This design comes from an exercise in tuning for small area, a short achievable clock period and few clock cycles on the open sky130 flow, not from production work.
In this exercise RTL edits were held to simulation tests only and were not proved equivalent to the original.
Power figures rest on the tool's default switching activity, not on a simulated workload.

$ cat design/flow/constraint.sdc
create_clock -name core_clock -period 10.0 [get_ports {clk}]
set_input_delay 2.0000 -clock core_clock [delete_from_list [all_inputs] [get_ports {clk}]]
set_output_delay 2.0000 -clock core_clock [all_outputs]
set_load 0.01 [all_outputs]
$ cat design/flow/design.v
package cache_pkg;
	typedef logic [32-1:0] addr_t;
	typedef logic [32-1:0] word_t;
	typedef logic [(32 - 4 - 2 - 2)-1:0] tag_t;
	typedef logic [4-1:0] index_t;
	typedef logic [2-1:0] word_sel_t;
	typedef logic way_t;
	typedef logic [32/8-1:0] byte_en_t;
	typedef enum logic [4:0] {
		LD_B  = 5'b00001,
		LD_H  = 5'b00010,
		LD_W  = 5'b00100,
		LD_BU = 5'b01000,
		LD_HU = 5'b10000
	} load_kind_t;
	typedef enum logic [2:0] {
		ST_B = 3'b001,
		ST_H = 3'b010,
		ST_W = 3'b100
	} store_kind_t;
	typedef enum logic [2:0] {IDLE, LOOKUP, WRITEBACK, REFILL, ACCESS} ctrl_state_t;
endpackage
`timescale 1ns/1ps
module load_store_align (
	input  logic                   [1:0] byte_off,
	input  cache_pkg::load_kind_t  load_kind,
	input  cache_pkg::store_kind_t store_kind,
	input  cache_pkg::word_t       store_data,
	input  cache_pkg::word_t       load_word,
	output cache_pkg::word_t       store_lanes,
	output cache_pkg::byte_en_t    store_en,
	output cache_pkg::word_t       load_data
);
	cache_pkg::word_t shifted;
	always_comb begin
		case (store_kind)
			cache_pkg::ST_B: begin
				store_lanes = {4{store_data[7:0]}};
				store_en = 4'b0001 << byte_off;
			end
			cache_pkg::ST_H: begin
				store_lanes = {2{store_data[15:0]}};
				store_en = 4'b0011 << byte_off;
			end
			cache_pkg::ST_W: begin
				store_lanes = store_data;
				store_en = 4'b1111;
			end
			default: begin
				store_lanes = store_data;
				store_en = 4'b0000;
			end
		endcase
	end
	assign shifted = load_word >> {byte_off, 3'b000};
	always_comb begin
		case (load_kind)
			cache_pkg::LD_B:    load_data = {{24{shifted[7]}}, shifted[7:0]};
			cache_pkg::LD_H:    load_data = {{16{shifted[15]}}, shifted[15:0]};
			cache_pkg::LD_W:    load_data = load_word;
			cache_pkg::LD_BU:   load_data = {24'h0, shifted[7:0]};
			cache_pkg::LD_HU:   load_data = {16'h0, shifted[15:0]};
			default: load_data = '0;
		endcase
	end
endmodule
`timescale 1ns/1ps
module tag_store (
	input  logic              clk,
	input  logic              rst,
	input  cache_pkg::index_t index,
	input  cache_pkg::tag_t   tag,
	input  logic              touch_en,
	input  cache_pkg::way_t   touch_way,
	input  logic              fill_en,
	input  logic              fill_dirty,
	input  logic              dirty_set,
	output logic              hit,
	output cache_pkg::way_t   hit_way,
	output cache_pkg::way_t   victim_way,
	output logic              victim_dirty,
	output cache_pkg::tag_t   victim_tag
);
	cache_pkg::tag_t tags [16][2];
	logic [2-1:0] valid [16];
	logic [2-1:0] dirty [16];
	logic lru [16];
	logic [2-1:0] match;
	always_comb begin
		for (int w = 0; w < 2; w++) begin
			match[w] = valid[index][w] && (tags[index][w] == tag);
		end
	end
	assign hit = |match;
	assign hit_way = match[1];
	always_comb begin
		if (!valid[index][0])
			victim_way = 1'b0;
		else if (!valid[index][1])
			victim_way = 1'b1;
		else
			victim_way = lru[index];
	end
	assign victim_dirty = dirty[index][victim_way];
	assign victim_tag = tags[index][victim_way];
	always_ff @(posedge clk) begin
		if (fill_en)
			tags[index][victim_way] <= tag;
	end
	always_ff @(posedge clk) begin
		if (rst) begin
			for (int s = 0; s < 16; s++) begin
				valid[s] <= '0;
				dirty[s] <= '0;
				lru[s] <= 1'b0;
			end
		end else begin
			if (fill_en) begin
				valid[index][victim_way] <= 1'b1;
				dirty[index][victim_way] <= fill_dirty;
			end
			if (dirty_set)
				dirty[index][touch_way] <= 1'b1;
			if (touch_en)
				lru[index] <= ~touch_way;
		end
	end
endmodule
`timescale 1ns/1ps
module data_store (
	input  logic                 clk,
	input  cache_pkg::way_t      way,
	input  cache_pkg::index_t    index,
	input  cache_pkg::word_sel_t word_sel,
	input  cache_pkg::byte_en_t  byte_en,
	input  cache_pkg::word_t     wdata,
	output cache_pkg::word_t     rdata
);
	cache_pkg::word_t mem [2][16][4];
	always_ff @(posedge clk) begin
		for (int i = 0; i < 32/8; i++) begin
			if (byte_en[i])
				mem[way][index][word_sel][8*i +: 8] <= wdata[8*i +: 8];
		end
		rdata <= mem[way][index][word_sel];
	end
endmodule
`timescale 1ns/1ps
module cache_ctrl (
	input  logic                   clk,
	input  logic                   rst,
	input  logic                   ren,
	input  logic                   wen,
	input  cache_pkg::addr_t       addr,
	input  cache_pkg::word_t       din,
	input  cache_pkg::load_kind_t  load_kind,
	input  cache_pkg::store_kind_t store_kind,
	output logic                   cache_rdy,
	output cache_pkg::word_t       dout,
	output logic                   mem_ren,
	output logic                   mem_wen,
	output cache_pkg::addr_t       mem_addr,
	output cache_pkg::word_t       mem_din,
	input  cache_pkg::word_t       mem_dout,
	output cache_pkg::index_t      index,
	output cache_pkg::tag_t        tag,
	output logic                   touch_en,
	output cache_pkg::way_t        touch_way,
	output logic                   fill_en,
	output logic                   fill_dirty,
	output logic                   dirty_set,
	input  logic                   hit,
	input  cache_pkg::way_t        hit_way,
	input  cache_pkg::way_t        victim_way,
	input  logic                   victim_dirty,
	input  cache_pkg::tag_t        victim_tag,
	output cache_pkg::way_t        way,
	output cache_pkg::word_sel_t   word_sel,
	output cache_pkg::byte_en_t    byte_en,
	output cache_pkg::word_t       wdata,
	input  cache_pkg::word_t       rdata,
	output logic             [1:0] byte_off,
	output cache_pkg::load_kind_t  req_load_kind,
	output cache_pkg::store_kind_t req_store_kind,
	output cache_pkg::word_t       req_data,
	input  cache_pkg::word_t       store_lanes,
	input  cache_pkg::byte_en_t    store_en,
	input  cache_pkg::word_t       load_data
);
	localparam logic [2:0] last_step = 4;
	cache_pkg::ctrl_state_t state;
	logic [2:0] cnt;
	cache_pkg::addr_t req_addr;
	logic req_wen;
	logic req_miss;
	cache_pkg::word_sel_t req_word;
	cache_pkg::word_sel_t cur_word;
	cache_pkg::word_sel_t prev_word;
	cache_pkg::word_t lane_mask;
	logic accept;
	logic acc_issue;
	logic acc_store;
	logic merge;
	assign {tag, index, req_word, byte_off} = req_addr;
	assign accept = (state == cache_pkg::IDLE) && cache_rdy && (ren || wen);
	assign acc_issue = (state == cache_pkg::ACCESS) && (cnt == '0);
	assign acc_store = acc_issue && req_wen && !req_miss;
	assign cur_word = cnt[2-1:0];
	assign prev_word = cur_word - 1'b1;
	assign merge = req_wen && (prev_word == req_word);
	always_comb begin
		for (int i = 0; i < 32/8; i++) begin
			lane_mask[8*i +: 8] = {8{store_en[i]}};
		end
	end
	assign mem_ren = (state == cache_pkg::REFILL) && (cnt != last_step);
	assign mem_wen = (state == cache_pkg::WRITEBACK) && (cnt != '0);
	assign mem_addr = (state == cache_pkg::WRITEBACK) ? {victim_tag, index, prev_word, 2'b00}
		: {tag, index, cur_word, 2'b00};
	assign mem_din = rdata;
	assign touch_en = acc_issue;
	assign touch_way = hit_way;
	assign fill_en = (state == cache_pkg::REFILL) && (cnt == last_step);
	assign fill_dirty = req_wen;
	assign dirty_set = acc_store;
	always_comb begin
		way = (state == cache_pkg::ACCESS) ? hit_way : victim_way;
		word_sel = req_word;
		byte_en = '0;
		wdata = store_lanes;
		case (state)
			cache_pkg::WRITEBACK: word_sel = cur_word;
			cache_pkg::REFILL: begin
				word_sel = prev_word;
				if (cnt != '0)
					byte_en = '1;
				if (merge)
					wdata = (mem_dout & ~lane_mask) | (store_lanes & lane_mask);
				else
					wdata = mem_dout;
			end
			cache_pkg::ACCESS: begin
				if (acc_store)
					byte_en = store_en;
			end
			default: word_sel = req_word;
		endcase
	end
	always_ff @(posedge clk) begin
		if (rst) begin
			state <= cache_pkg::IDLE;
			cnt <= '0;
			cache_rdy <= 1'b0;
			req_wen <= 1'b0;
			req_miss <= 1'b0;
		end else begin
			case (state)
				cache_pkg::IDLE: begin
					if (accept) begin
						state <= cache_pkg::LOOKUP;
						cache_rdy <= 1'b0;
						req_wen <= wen;
					end else begin
						cache_rdy <= 1'b1;
					end
				end
				cache_pkg::LOOKUP: begin
					cnt <= '0;
					req_miss <= !hit;
					if (hit)
						state <= cache_pkg::ACCESS;
					else if (victim_dirty)
						state <= cache_pkg::WRITEBACK;
					else
						state <= cache_pkg::REFILL;
				end
				cache_pkg::WRITEBACK: begin
					if (cnt == last_step) begin
						cnt <= '0;
						state <= cache_pkg::REFILL;
					end else begin
						cnt <= cnt + 1'b1;
					end
				end
				cache_pkg::REFILL: begin
					if (cnt == last_step) begin
						cnt <= '0;
						state <= cache_pkg::ACCESS;
					end else begin
						cnt <= cnt + 1'b1;
					end
				end
				cache_pkg::ACCESS: begin
					if (cnt == '0) begin
						cnt <= cnt + 1'b1;
					end else begin
						state <= cache_pkg::IDLE;
						cache_rdy <= 1'b1;
					end
				end
				default: state <= cache_pkg::IDLE;
			endcase
		end
	end
	always_ff @(posedge clk) begin
		if (accept) begin
			req_addr <= addr;
			req_data <= din;
			req_load_kind <= load_kind;
			req_store_kind <= store_kind;
		end
		if ((state == cache_pkg::ACCESS) && (cnt != '0) && !req_wen)
			dout <= load_data;
	end
endmodule
`timescale 1ns/1ps
module cache_top (
	input  logic                   clk,
	input  logic                   rst,
	input  logic                   ren,
	input  logic                   wen,
	input  cache_pkg::addr_t       addr,
	input  cache_pkg::word_t       din,
	input  cache_pkg::load_kind_t  load_kind,
	input  cache_pkg::store_kind_t store_kind,
	output logic                   cache_rdy,
	output cache_pkg::word_t       dout,
	output logic                   mem_ren,
	output logic                   mem_wen,
	output cache_pkg::addr_t       mem_addr,
	output cache_pkg::word_t       mem_din,
	input  cache_pkg::word_t       mem_dout
);
	cache_pkg::index_t index;
	cache_pkg::tag_t tag;
	logic touch_en;
	cache_pkg::way_t touch_way;
	logic fill_en;
	logic fill_dirty;
	logic dirty_set;
	logic hit;
	cache_pkg::way_t hit_way;
	cache_pkg::way_t victim_way;
	logic victim_dirty;
	cache_pkg::tag_t victim_tag;
	cache_pkg::way_t way;
	cache_pkg::word_sel_t word_sel;
	cache_pkg::byte_en_t byte_en;
	cache_pkg::word_t wdata;
	cache_pkg::word_t rdata;
	logic [1:0] byte_off;
	cache_pkg::load_kind_t req_load_kind;
	cache_pkg::store_kind_t req_store_kind;
	cache_pkg::word_t req_data;
	cache_pkg::word_t store_lanes;
	cache_pkg::byte_en_t store_en;
	cache_pkg::word_t load_data;
	cache_ctrl cache_ctrl_inst (.*);
	tag_store tag_store_inst (.*);
	data_store data_store_inst (.*);
	load_store_align load_store_align_inst (
		.load_kind  (req_load_kind),
		.store_kind (req_store_kind),
		.store_data (req_data),
		.load_word  (rdata),
		.*
	);
endmodule
$ cat design/flow/run.sh
#!/bin/bash
# synth_recipe.tcl (not shown) runs the flow's synth.tcl, then flattens the netlist and writes it again
# the make line also repeats each setting of config.mk as NAME=value (left out here)
make -C /OpenROAD-flow-scripts/flow DESIGN_CONFIG=/design/flow/config.mk WORK_HOME=/design/flow/orfs CLKGATE_MAP_FILE= SYNTH_SCRIPT=/design/flow/synth_recipe.tcl finish
$ cat design/flow/config.mk
export PLATFORM = sky130hd
export DESIGN_NAME = cache_top
export DESIGN_NICKNAME = cache_top
export VERILOG_FILES = /design/flow/design.v
export SDC_FILE = /design/flow/constraint.sdc
export NUM_CORES = 4
export LEC_CHECK = 0
export CAP_MARGIN = 20
export CORE_MARGIN = 2
export CORE_UTILIZATION = 40
export SLEW_MARGIN = 20
==> impl_metrics.py <==
metrics = {
    "outcome": {
        "status": "timing/DRC/antenna clean",
    },
    "placement": {
        "place.gp.congestion": 0.8805,
        "placed_area_mm2": 0.2154,
        "dp_hpwl_um": 410500,
        "port_buffers": 204,
    },
    "power_and_ir_drop": {
        "power.leakage_nw": 71.76,
        "pwr_density_cell_mw_per_mm2": 287.7,
        "ir_worst_vdd_v": 0.0003297,
    },
    "detailed_routing": {
        "antenna_left": 0,
        "drt_iter0_drc": 20400,
        "drt-pass1-iter-count": 8,
        "dr_wl_met3_um": 94710,
        "wl_met2_um": 310900,
        "drc": 0,
        "wl_met1_um": 266900,
        "viasPerCell": 6.454,
        "drt-total-wl_um": 703400,
        "highest_layer": "met5",
        "wl_per_cell_um": 35.94,
        "vias": 126300,
    },
    "job": {
        "cap_viol_max_count": 0,
    },
    "timing": {
        "fin_skew_ns": 0.05555,
        "slew_headroom": 0.1304,
        "final-setup-viol-count": 0,
        "tightest_slew_ns": 1.293,
        "finalCritPeriodShare": 0.7738,
        "setup_tns_ns": 0,
        "max_freq_mhz": 129.2,
        "finalHoldViolations": 0,
        "rsz0062_at_grt": "no",
        "fin_crit_ns": 7.738,
        "finalMaxSlewViolations": 0,
    },
    "floorplanning": {
        "ios": 207,
        "die_h_um": 719.4,
        "rows": 262,
        "die_area_mm2": 0.5175,
        "die_x_um": 719.4,
        "core_region_area_mm2": 0.5094,
        "start_util": 0.4019,
    },
    "worst_setup_path": {
        "crit_type": "register to primary output",
        "crit_path_start_kind": "register",
        "worstPathMaxFanout": 30,
        "cp-end-kind": "primary output",
        "worstPathRequired_ns": 8.00,
        "crit_arrival_ns": 5.74,
    },
    "grt": {
        "track_usage": 0.2621,
        "antenna_found_initial": 50,
        "grt_max_degree": 129,
        "overflow": 0,
        "grt_pass1_wl_um": 966100,
        "grt_pass1_vias": 119800,
    },
    "cts": {
        "post_cts_buffers": 0,
        "worstSkewPairLatency_ns": 1.07,
        "htreeDepth": 5,
        "clock_path_buffers": 4,
        "cts_buffers": 484,
        "cts_hold_buf": 0,
        "cts-root-buf": "clkbuf_16",
        "path_clk_slew_ns": 0.06,
        "cts_tree": "yes",
        "cts_resized": 0,
        "cts_sinks": 5093,
    },
    "cells_and_area": {
        "design_area_mm2": 0.2310,
        "mostFrequentLayoutCell": "edfxtp_1",
        "drive_above_1_share": 0.1521,
        "layout_common_cells": "edfxtp_1, nand2_1, a22oi_1, nor2_1, clkbuf_16",
        "fin_nets": 12510,
        "areaGrowthSynthToFinish_pct": 12.85,
    },
    "synthesis": {
        "yosys_most_used_dff": "edfxtp_1",
        "ys_ff_latch": 5093,
        "yosys_warnings": 4,
        "synth_edf_count": 5048,
        "synth_cell_types": 103,
        "syn_area_per_cell_um2": 16.66,
        "netlist_instances": 12290,
        "synth_area_mm2": 0.2047,
        "ys_seq_area_frac": 0.7449,
        "async_reset_ff_frac": 0,
    },
    "hold_path": {
        "hold_path_class": "register to register",
    },
}
-- kinds of logic (layout without fill, tap and decap cells) --
kind of cell	Yosys count	in the layout	share of synthesized area
AOI/OAI and AO/OA	2781	2781	0.09715
muxes	1105	1105	0.08391
xor gates and xnor gates	58	58	0.002481
DFF	5093	5093	0.7449
other	1	31	0.00001832
and+or+nand+nor	2274	2274	0.04964
buffers and inverters	971	1496	0.02182
adders and majority gates	2	2	0.0001222
-- power breakdown --
part | internal (mW) | switching [mW]
Clock | 10.2 | 8.14
Sequential | 26.0 | 0.536
Combinational | 6.02 | 15.5
-- critical path, stage by stage (launching register included) --
cell and delay [ns]:
dfxtp_4 0.77, mux4_2 0.61, mux2i_1 0.14, mux2_2 0.28
o21a_1 0.66, buf_4 0.44, a211oi_1 0.09, a21oi_1 0.20
o221ai_1 0.14, or4_1 0.44, o21ai_0 0.24, clkdlybuf4s50_1 0.64
-- final cells by class --
class                      instances  area [µm²]
antenna                           29       72.57
clock buffer                     608       12890
clock inverter                   288        2659
fill                           43610      278400
inverter                          25       118.9
multi-input combinational       6222       48820
sequential                      5093      152500
tap                             6732        8423
timing repair buffer             575        5543
-- sequential cells by signal, summed over array words and instances, names as in the netlist, named ones only --
| register | count |
|---|---|
| cache_ctrl_inst.req_data | 32 |
| cache_ctrl_inst.dout | 32 |
| cache_ctrl_inst.req_store_kind | 3 |
| cache_ctrl_inst.req_wen | 1 |
| cache_ctrl_inst.req_addr | 32 |
| data_store_inst.rdata | 32 |
| tag_store_inst.dirty | 32 |
| data_store_inst.mem | 4096 |
| cache_ctrl_inst.state | 3 |
| tag_store_inst.valid | 32 |
| tag_store_inst.tags | 768 |
| cache_ctrl_inst.cache_rdy | 1 |
| cache_ctrl_inst.cnt | 3 |
| cache_ctrl_inst.req_miss | 1 |
| cache_ctrl_inst.req_load_kind | 5 |
| tag_store_inst.lru | 16 |
-- synthesized netlist by cell type, drive strengths merged, types with 110 or more instances --
cell    count  area [µm²]
nand3     248        1241
a221oi    269        2356
clkbuf    392        1473
mux2i     474        4757
nand2     797        2994
nor2      763        2944
a22oi     757        5710
a21oi     388        1957
mux2      159        1790
mux4      472       10630
buf       554        2900
nand4     123       769.5
o21ai     374        1879
o22ai     110       688.2
edfxtp   5048      151600
-- metrics by stage --
| stage | power, mW | hold WS (ns) | std cells | setup WS [ns] | util |
|---|---|---|---|---|---|
| 2_1_floorplan | 38.24 | 0.4664 | 12290 | 2.062 | - |
| 6_report | 66.47 | 0.5394 | 19570 | 2.262 | 0.4535 |
| 3_5_place_dp | 47.89 | 0.5351 | 18650 | 3.246 | 0.4228 |
| 5_1_grt | 67.74 | 0.5607 | 19550 | 2.044 | 0.4534 |
| 3_3_place_gp | 47.78 | 0.5272 | 18650 | 2.803 | 0.4227 |
| 4_1_cts | 65.93 | 0.5446 | 19540 | 2.191 | 0.4533 |
-- layer usage --
layer | global-route usage | vias to the layer above
met2 | 0.3924 | 9149
li1 | - | 50170
met3 | 0.07241 | 1558
met1 | 0.3648 | 65410
met4 | 0.1011 | 32
met5 | 0 | -
-- final timing paths --
kind	startpoint	end	slack, ns	depth (start not counted)
hold reg to reg	cache_ctrl_inst.req_miss	cache_ctrl_inst.req_miss	0.54	2
hold / removal	cache_ctrl_inst.req_miss	cache_ctrl_inst.req_miss	0.54	2
setup reg to reg	cache_ctrl_inst.req_addr[4]	data_store_inst.mem[94][28]	3.11	12
setup / recovery	register	mem_addr[20]	2.26	11
Testbench counts, summed over its fixed seeds: cycles 933,061.

[what the ideal ports hide]
How much do the figures lean on ideal ports? The routed layout below was timed once more, with nothing changed but the port constraints. Step 1 sets driving cells, clkbuf_16 on the clock port and buf_2 on the other inputs (assumed; they add their load-dependent delay and slew). Step 2 adds t to the input delays and takes it off the output delays; t is the mean of the earliest and latest rising clock arrival at the registers after step 1. Input paths then give back, and output paths get back, about the clock's delay inside the block. Three values: no drivers, after step 1, after step 2; two values: the first two.
t (ns): 1.154
slack for setup (ns): 2.262 / 2.150 / 3.113
worst setup path after step 2: register to register
worst data-port slew with drivers (ns): 0.13
pins driven straight from the clock port: 1
After both steps this run still meets setup and hold. For this run, drivers alone change the setup slack by -0.112 ns; drivers and shift together by +0.851 ns.
